Background: an optimization exercise with open tools, aiming at small area. Do not read the settings as production practice.
Function was checked by simulation only, so behaviour that the tests miss may differ from the original.
Power is estimated from default activity; no workload was simulated.

==> flow/design.v <==
`default_nettype none
package wwm_pkg;
  localparam int MAX_PATTERN_DEFAULT = 32;
  localparam int COUNT_BITS_DEFAULT  = 24;
  localparam int CHAR_BITS      = 8;
  localparam int LEN_BITS       = 6;
  localparam int STAR_BITS      = 5;
  localparam int OUT_COUNT_BITS = 24;
  localparam int PAT_CHARS      = 32;
  localparam int PAT_BITS       = PAT_CHARS * CHAR_BITS;
  localparam int DATA_BITS = 64;
  localparam int ADDR_BITS = 6;
  localparam int REG_BITS  = ADDR_BITS - 3;
  localparam logic [REG_BITS-1:0] REG_PAT_A  = 3'd0;
  localparam logic [REG_BITS-1:0] REG_PAT_B  = 3'd1;
  localparam logic [REG_BITS-1:0] REG_PAT_C  = 3'd2;
  localparam logic [REG_BITS-1:0] REG_PAT_D  = 3'd3;
  localparam logic [REG_BITS-1:0] REG_LENGTH = 3'd4;
  localparam logic [REG_BITS-1:0] REG_MODE   = 3'd5;
  localparam logic [REG_BITS-1:0] REG_STAR   = 3'd6;
  localparam logic [CHAR_BITS-1:0] CHAR_QUESTION = 8'h3F;
  typedef struct packed {
    logic [PAT_BITS-1:0]  pattern_bytes;
    logic [LEN_BITS-1:0]  pattern_length;
    logic                 match_mode;
    logic [STAR_BITS-1:0] star_position;
  } cfg_t;
endpackage
`default_nettype wire
`default_nettype none
module wwm_cfg (
  input  wire logic                          clk,
  input  wire logic                          rst,
  input  wire logic                          psel,
  input  wire logic                          penable,
  input  wire logic                          pwrite,
  input  wire logic [wwm_pkg::ADDR_BITS-1:0] paddr,
  input  wire logic [wwm_pkg::DATA_BITS-1:0] pwdata,
  output logic      [wwm_pkg::DATA_BITS-1:0] prdata,
  output logic                               pready,
  output wwm_pkg::cfg_t                      cfg
);
  logic [wwm_pkg::REG_BITS-1:0]  reg_index;
  logic                          write_en;
  logic [wwm_pkg::DATA_BITS-1:0] wdata;
  logic [7:0]                    load;
  assign reg_index = paddr[wwm_pkg::ADDR_BITS-1:3];
  assign write_en  = psel & penable & pwrite;
  assign pready    = 1'b1;
  assign wdata = pwdata & {wwm_pkg::DATA_BITS{~rst}};
  for (genvar k = 0; k < 8; k++) begin : g_load
    assign load[k] = rst | (write_en & (reg_index == 3'(k)));
  end
  always_ff @(posedge clk) begin
    if (load[0]) cfg.pattern_bytes[0*64 +: 64] <= wdata;
    if (load[1]) cfg.pattern_bytes[1*64 +: 64] <= wdata;
    if (load[2]) cfg.pattern_bytes[2*64 +: 64] <= wdata;
    if (load[3]) cfg.pattern_bytes[3*64 +: 64] <= wdata;
    if (load[4]) cfg.pattern_length <= {wdata[wwm_pkg::LEN_BITS-1:1], wdata[0] | rst};
    if (load[5]) cfg.match_mode     <= wdata[0];
    if (load[6]) cfg.star_position  <= wdata[wwm_pkg::STAR_BITS-1:0];
  end
  logic [7:0] rsel;
  assign rsel = 8'(1) << reg_index;
  always_comb begin
    prdata = ({64{rsel[0]}} & cfg.pattern_bytes[0*64 +: 64])
           | ({64{rsel[1]}} & cfg.pattern_bytes[1*64 +: 64])
           | ({64{rsel[2]}} & cfg.pattern_bytes[2*64 +: 64])
           | ({64{rsel[3]}} & cfg.pattern_bytes[3*64 +: 64])
           | ({64{rsel[4]}} & wwm_pkg::DATA_BITS'(cfg.pattern_length))
           | ({64{rsel[5]}} & wwm_pkg::DATA_BITS'(cfg.match_mode))
           | ({64{rsel[6]}} & wwm_pkg::DATA_BITS'(cfg.star_position));
  end
endmodule
`default_nettype wire
`default_nettype none
module wwm_cell (
  input  wire logic                          star_mode,
  input  wire logic [wwm_pkg::CHAR_BITS-1:0] word_char,
  input  wire logic [wwm_pkg::CHAR_BITS-1:0] pat_char,
  input  wire logic                          run_in,
  output logic                               run_out
);
  assign run_out = run_in & ((word_char == pat_char) |
                             (~star_mode & (pat_char == wwm_pkg::CHAR_QUESTION)));
endmodule
`default_nettype wire
`default_nettype none
module wildcard_word_match_unit #(
  parameter int MAX_PATTERN = wwm_pkg::MAX_PATTERN_DEFAULT,
  parameter int COUNT_BITS  = wwm_pkg::COUNT_BITS_DEFAULT
) (
  input  wire logic                               clk,
  input  wire logic                               rst,
  input  wire logic                               in_valid,
  output logic                                    in_ready,
  input  wire logic [wwm_pkg::CHAR_BITS-1:0]      word_char,
  input  wire logic                               end_of_word,
  output logic                                    out_valid,
  input  wire logic                               out_ready,
  output logic                                    matched,
  output logic      [wwm_pkg::OUT_COUNT_BITS-1:0] word_number,
  output logic      [wwm_pkg::OUT_COUNT_BITS-1:0] match_count,
  input  wire logic                               psel,
  input  wire logic                               penable,
  input  wire logic                               pwrite,
  input  wire logic [wwm_pkg::ADDR_BITS-1:0]      paddr,
  input  wire logic [wwm_pkg::DATA_BITS-1:0]      pwdata,
  output logic      [wwm_pkg::DATA_BITS-1:0]      prdata,
  output logic                                    pready
);
  localparam int LB = wwm_pkg::LEN_BITS;
  localparam int CB = wwm_pkg::CHAR_BITS;
  localparam int OB = wwm_pkg::OUT_COUNT_BITS;
  localparam int NP = wwm_pkg::PAT_CHARS;
  wwm_pkg::cfg_t cfg;
  wwm_cfg u_cfg (
    .clk     (clk),
    .rst     (rst),
    .psel    (psel),
    .penable (penable),
    .pwrite  (pwrite),
    .paddr   (paddr),
    .pwdata  (pwdata),
    .prdata  (prdata),
    .pready  (pready),
    .cfg     (cfg)
  );
  logic accept;
  logic push;
  logic pop;
  logic skid_valid;
  assign in_ready = ~skid_valid;
  assign accept   = in_valid & in_ready;
  assign push     = accept & end_of_word;
  assign pop      = out_valid & out_ready;
  logic [LB-1:0] eff_len;
  logic [LB-1:0] pre_len;
  logic          star_in;
  logic          suf_any;
  always_comb begin
    eff_len = cfg.pattern_length[LB-1] ? LB'(NP) : cfg.pattern_length;
    star_in = LB'(cfg.star_position) < eff_len;
    pre_len = star_in ? LB'(cfg.star_position) : eff_len;
    suf_any = LB'(cfg.star_position) + LB'(1) < eff_len;
  end
  logic          first;
  logic          pre_done;
  logic [NP-1:0] run;
  logic          pre_done_in;
  logic [NP-1:0] run_in;
  logic [NP-1:0] run_next;
  assign pre_done_in = pre_done | (pre_len == '0);
  logic [NP-1:0] star_at;
  for (genvar i = 0; i < NP; i++) begin : g_pos
    assign star_at[i] = cfg.match_mode & (cfg.star_position == 5'(i));
    if (i == 0) begin : g_head
      assign run_in[i] = first;
    end else begin : g_link
      assign run_in[i] = run[i-1] | (star_at[i-1] & pre_done_in);
    end
    wwm_cell u_cell (
      .star_mode (cfg.match_mode),
      .word_char (word_char),
      .pat_char  (cfg.pattern_bytes[i*CB +: CB]),
      .run_in    (run_in[i]),
      .run_out   (run_next[i])
    );
  end
  logic [NP:0] run_up;
  logic        run_end;
  logic        pre_end;
  logic        pre_done_next;
  logic        hit;
  assign run_up = {run_next, 1'b0};
  always_comb begin
    run_end       = run_up[eff_len];
    pre_end       = run_up[pre_len];
    pre_done_next = pre_done_in | pre_end;
    if (cfg.match_mode) begin
      hit = suf_any ? run_end : pre_done_next;
    end else begin
      hit = run_end;
    end
  end
  logic keep;
  logic step;
  assign keep = ~rst & ~accept;
  assign step = ~rst & accept & ~end_of_word;
  always_ff @(posedge clk) begin
    first    <= ~step & (first | ~keep);
    pre_done <= (keep & pre_done) | (step & pre_done_next);
    run      <= ({NP{keep}} & run) | ({NP{step}} & run_next);
  end
  logic out_matched;
  logic skid_matched;
  logic load_skid;
  logic load_new;
  logic load_out;
  logic load_matched;
  logic [OB-1:0] word_num;
  logic [OB-1:0] match_num;
  assign load_skid    = skid_valid & pop;
  assign load_new     = ~skid_valid & push & (~out_valid | pop);
  assign load_out     = load_skid | load_new;
  assign load_matched = skid_valid ? skid_matched : hit;
  always_ff @(posedge clk) begin
    if (rst) begin
      out_valid  <= 1'b0;
      skid_valid <= 1'b0;
    end else if (skid_valid) begin
      if (pop) begin
        skid_valid <= 1'b0;
      end
    end else if (push) begin
      if (!out_valid || pop) begin
        out_valid <= 1'b1;
      end else begin
        skid_valid <= 1'b1;
      end
    end else if (pop) begin
      out_valid <= 1'b0;
    end
  end
  always_ff @(posedge clk) begin
    if (load_out) begin
      out_matched <= load_matched;
    end
    if (~skid_valid & push) begin
      skid_matched <= hit;
    end
  end
  always_ff @(posedge clk) begin
    if (rst) begin
      word_num <= '0;
    end else if (pop) begin
      word_num <= word_num + OB'(1);
    end
  end
  always_ff @(posedge clk) begin
    if (rst) begin
      match_num <= '0;
    end else if (load_out && load_matched && match_num != {OB{1'b1}}) begin
      match_num <= match_num + OB'(1);
    end
  end
  assign matched     = out_matched;
  assign word_number = word_num;
  assign match_count = match_num;
endmodule
`default_nettype wire
clock: 10.0 ns
lec_check: 0
cap_margin: 0
core_margin: 2
core_utilization: 65
cts_buf_list: sky130_fd_sc_hd__clkbuf_8
cts_cluster_diameter: 50
cts_cluster_size: 20
place_density: 0.75
slew_margin: 0
standard.sh (not shown) runs the stock make flow with config.mk's settings and CLKGATE_MAP_FILE= SYNTH_SCRIPT=/design/flow/synth_recipe.tcl, a recipe that flattens the netlist after the stock synthesis.
==> flow/flow/run.sh <==
#!/bin/bash
# Layout flow: the standard ORFS flow with these changes:
#  - after the standard synthesis, the logic between registers is re-mapped
#    by ABC for area (registers keep their names, cells and connections),
#    from four seeds, keeping the smallest result;
#  - port buffers use the smallest buffer cell;
#  - the clock tree is built without dummy loads.
# Each tool's full output goes to a log file in this folder.
set -euo pipefail
here=$(pwd)
args=(
  "BUFFER_PORTS_ARGS=-buffer_cell sky130_fd_sc_hd__buf_1"
  "CTS_ARGS=-sink_clustering_enable -repair_clock_nets -sink_clustering_size 20 -sink_clustering_max_diameter 50 -buf_list sky130_fd_sc_hd__clkbuf_8 -dont_use_dummy_load"
)
bash standard.sh synth "${args[@]}" > make_synth.log 2>&1

res=$here/orfs/results/$FLOW_PLATFORM/wildcard_word_match_unit/base
cp "$res/1_2_yosys.v" "$here/standard_synth.v"
export RS_LIB=$FLOW_HOME/platforms/$FLOW_PLATFORM/lib/sky130_fd_sc_hd__tt_025C_1v80.lib
export RS_TOP=$FLOW_TOP
export RS_IN=$here/standard_synth.v
export RS_FFS="$(grep -o 'sky130_fd_sc_hd__[a-z0-9]*df[a-z0-9_]*' "$RS_IN" | sort -u | tr '\n' ' ')"
export RS_DONTUSE="$(for c in $(sed -n '/DONT_USE_CELLS/,/^$/p' "$FLOW_HOME/platforms/$FLOW_PLATFORM/config.mk" | grep -o 'sky130_fd_sc_hd__[a-z0-9_]*'); do printf -- '-dont_use %s ' "$c"; done)"
# ABC's resynthesis is run from four random seeds at once; the smallest
# netlist is kept.
for s in 0 1 2 3; do
  RS_OUT=$here/resynth$s.v RS_SCRIPT=$here/flow/area$s.abc \
    yosys -c "$here/flow/resynth.tcl" > yosys_resynth$s.log 2>&1 &
done
wait
best=
best_area=
for s in 0 1 2 3; do
  a=$(grep "Chip area for module" yosys_resynth$s.log | tail -1 | awk '{print $NF}')
  if [[ -n "$a" && -s $here/resynth$s.v ]] && { [[ -z "$best" ]] || awk -v a="$a" -v b="$best_area" 'BEGIN{exit !(a < b)}'; }; then
    best=$s
    best_area=$a
  fi
done
echo "resynthesis seeds: kept $best, area $best_area" > resynth_choice.log
export RS_OUT=$here/resynth$best.v
yosys -c "$here/flow/check.tcl" > yosys_check.log 2>&1

cp "$RS_OUT" "$res/1_2_yosys.v"
rm -f "$res/1_synth.odb" "$res/1_synth.sdc"
bash standard.sh finish "${args[@]}" > make_finish.log 2>&1
Other scripts of this flow, unchanged in this note and not shown: flow/flow/area0.abc, flow/flow/area1.abc, flow/flow/area2.abc, flow/flow/area3.abc, flow/flow/check.tcl, flow/flow/resynth.tcl
The starting point went through all stages and came out clean.
Change:
--- a/flow/flow/run.sh
+++ b/flow/flow/run.sh
@@ -11,5 +11,5 @@
 args=(
   "BUFFER_PORTS_ARGS=-buffer_cell sky130_fd_sc_hd__buf_1"
-  "CTS_ARGS=-sink_clustering_enable -repair_clock_nets -sink_clustering_size 20 -sink_clustering_max_diameter 50 -buf_list sky130_fd_sc_hd__clkbuf_8 -dont_use_dummy_load"
+  "CTS_ARGS=-sink_clustering_enable -repair_clock_nets -sink_clustering_size 10 -sink_clustering_max_diameter 40 -buf_list sky130_fd_sc_hd__clkbuf_4 -dont_use_dummy_load"
 )
 bash standard.sh synth "${args[@]}" > make_synth.log 2>&1
--- a/flow/config.mk
+++ b/flow/config.mk
@@ -9,7 +9,7 @@
 export CORE_MARGIN = 2
 export CORE_UTILIZATION = 65
-export CTS_BUF_LIST = sky130_fd_sc_hd__clkbuf_8
-export CTS_CLUSTER_DIAMETER = 50
-export CTS_CLUSTER_SIZE = 20
+export CTS_BUF_LIST = sky130_fd_sc_hd__clkbuf_4
+export CTS_CLUSTER_DIAMETER = 40
+export CTS_CLUSTER_SIZE = 10
 export PLACE_DENSITY = 0.75
 export SLEW_MARGIN = 0
Outcome:
- worst setup slack gets better by 0.11 ns
- final area goes down slightly
- count of clock-buffer cells in the layout came out higher by 16
- power decreases slightly
- clock power went down by a little under a tenth
- non-clock buffer count does not change
- die area stays the same
- flip-flop and latch count is unchanged
- synthesized cell count stays the same

-- what the ideal ports hide --
The flow's constraints put no driver on any port. The routed layouts listed below were extracted and timed again, unchanged, in two steps. Step 1 (the two cells are an assumption about what drives the block):
set clk [get_ports {clk}]
set_driving_cell -lib_cell sky130_fd_sc_hd__clkbuf_16 $clk
set_driving_cell -lib_cell sky130_fd_sc_hd__buf_2 [delete_from_list [all_inputs] $clk]
Step 2 also shifts input and output timing later by t, the mid clock arrival at the registers, as if the neighbouring blocks saw the same clock. Three values: ideal ports, drivers, drivers and shift; two values: the first two.
run	shift t [ns]	setup WS [ns]	worst hold slack (ns)	worst setup path at the end	worst slew at a driven data input, ns
the first run	0.651	1.533 / 1.560 / 0.910	0.444 / 0.444 / 0.444	input to register	0.04
the second run	0.721	1.646 / 1.674 / 0.953	0.446 / 0.446 / 0.446	input to register	0.04
After both steps setup and hold are still met in every run listed. For the second run, which loses most, drivers alone change the setup slack by +0.028 ns; drivers and shift together by -0.693 ns.
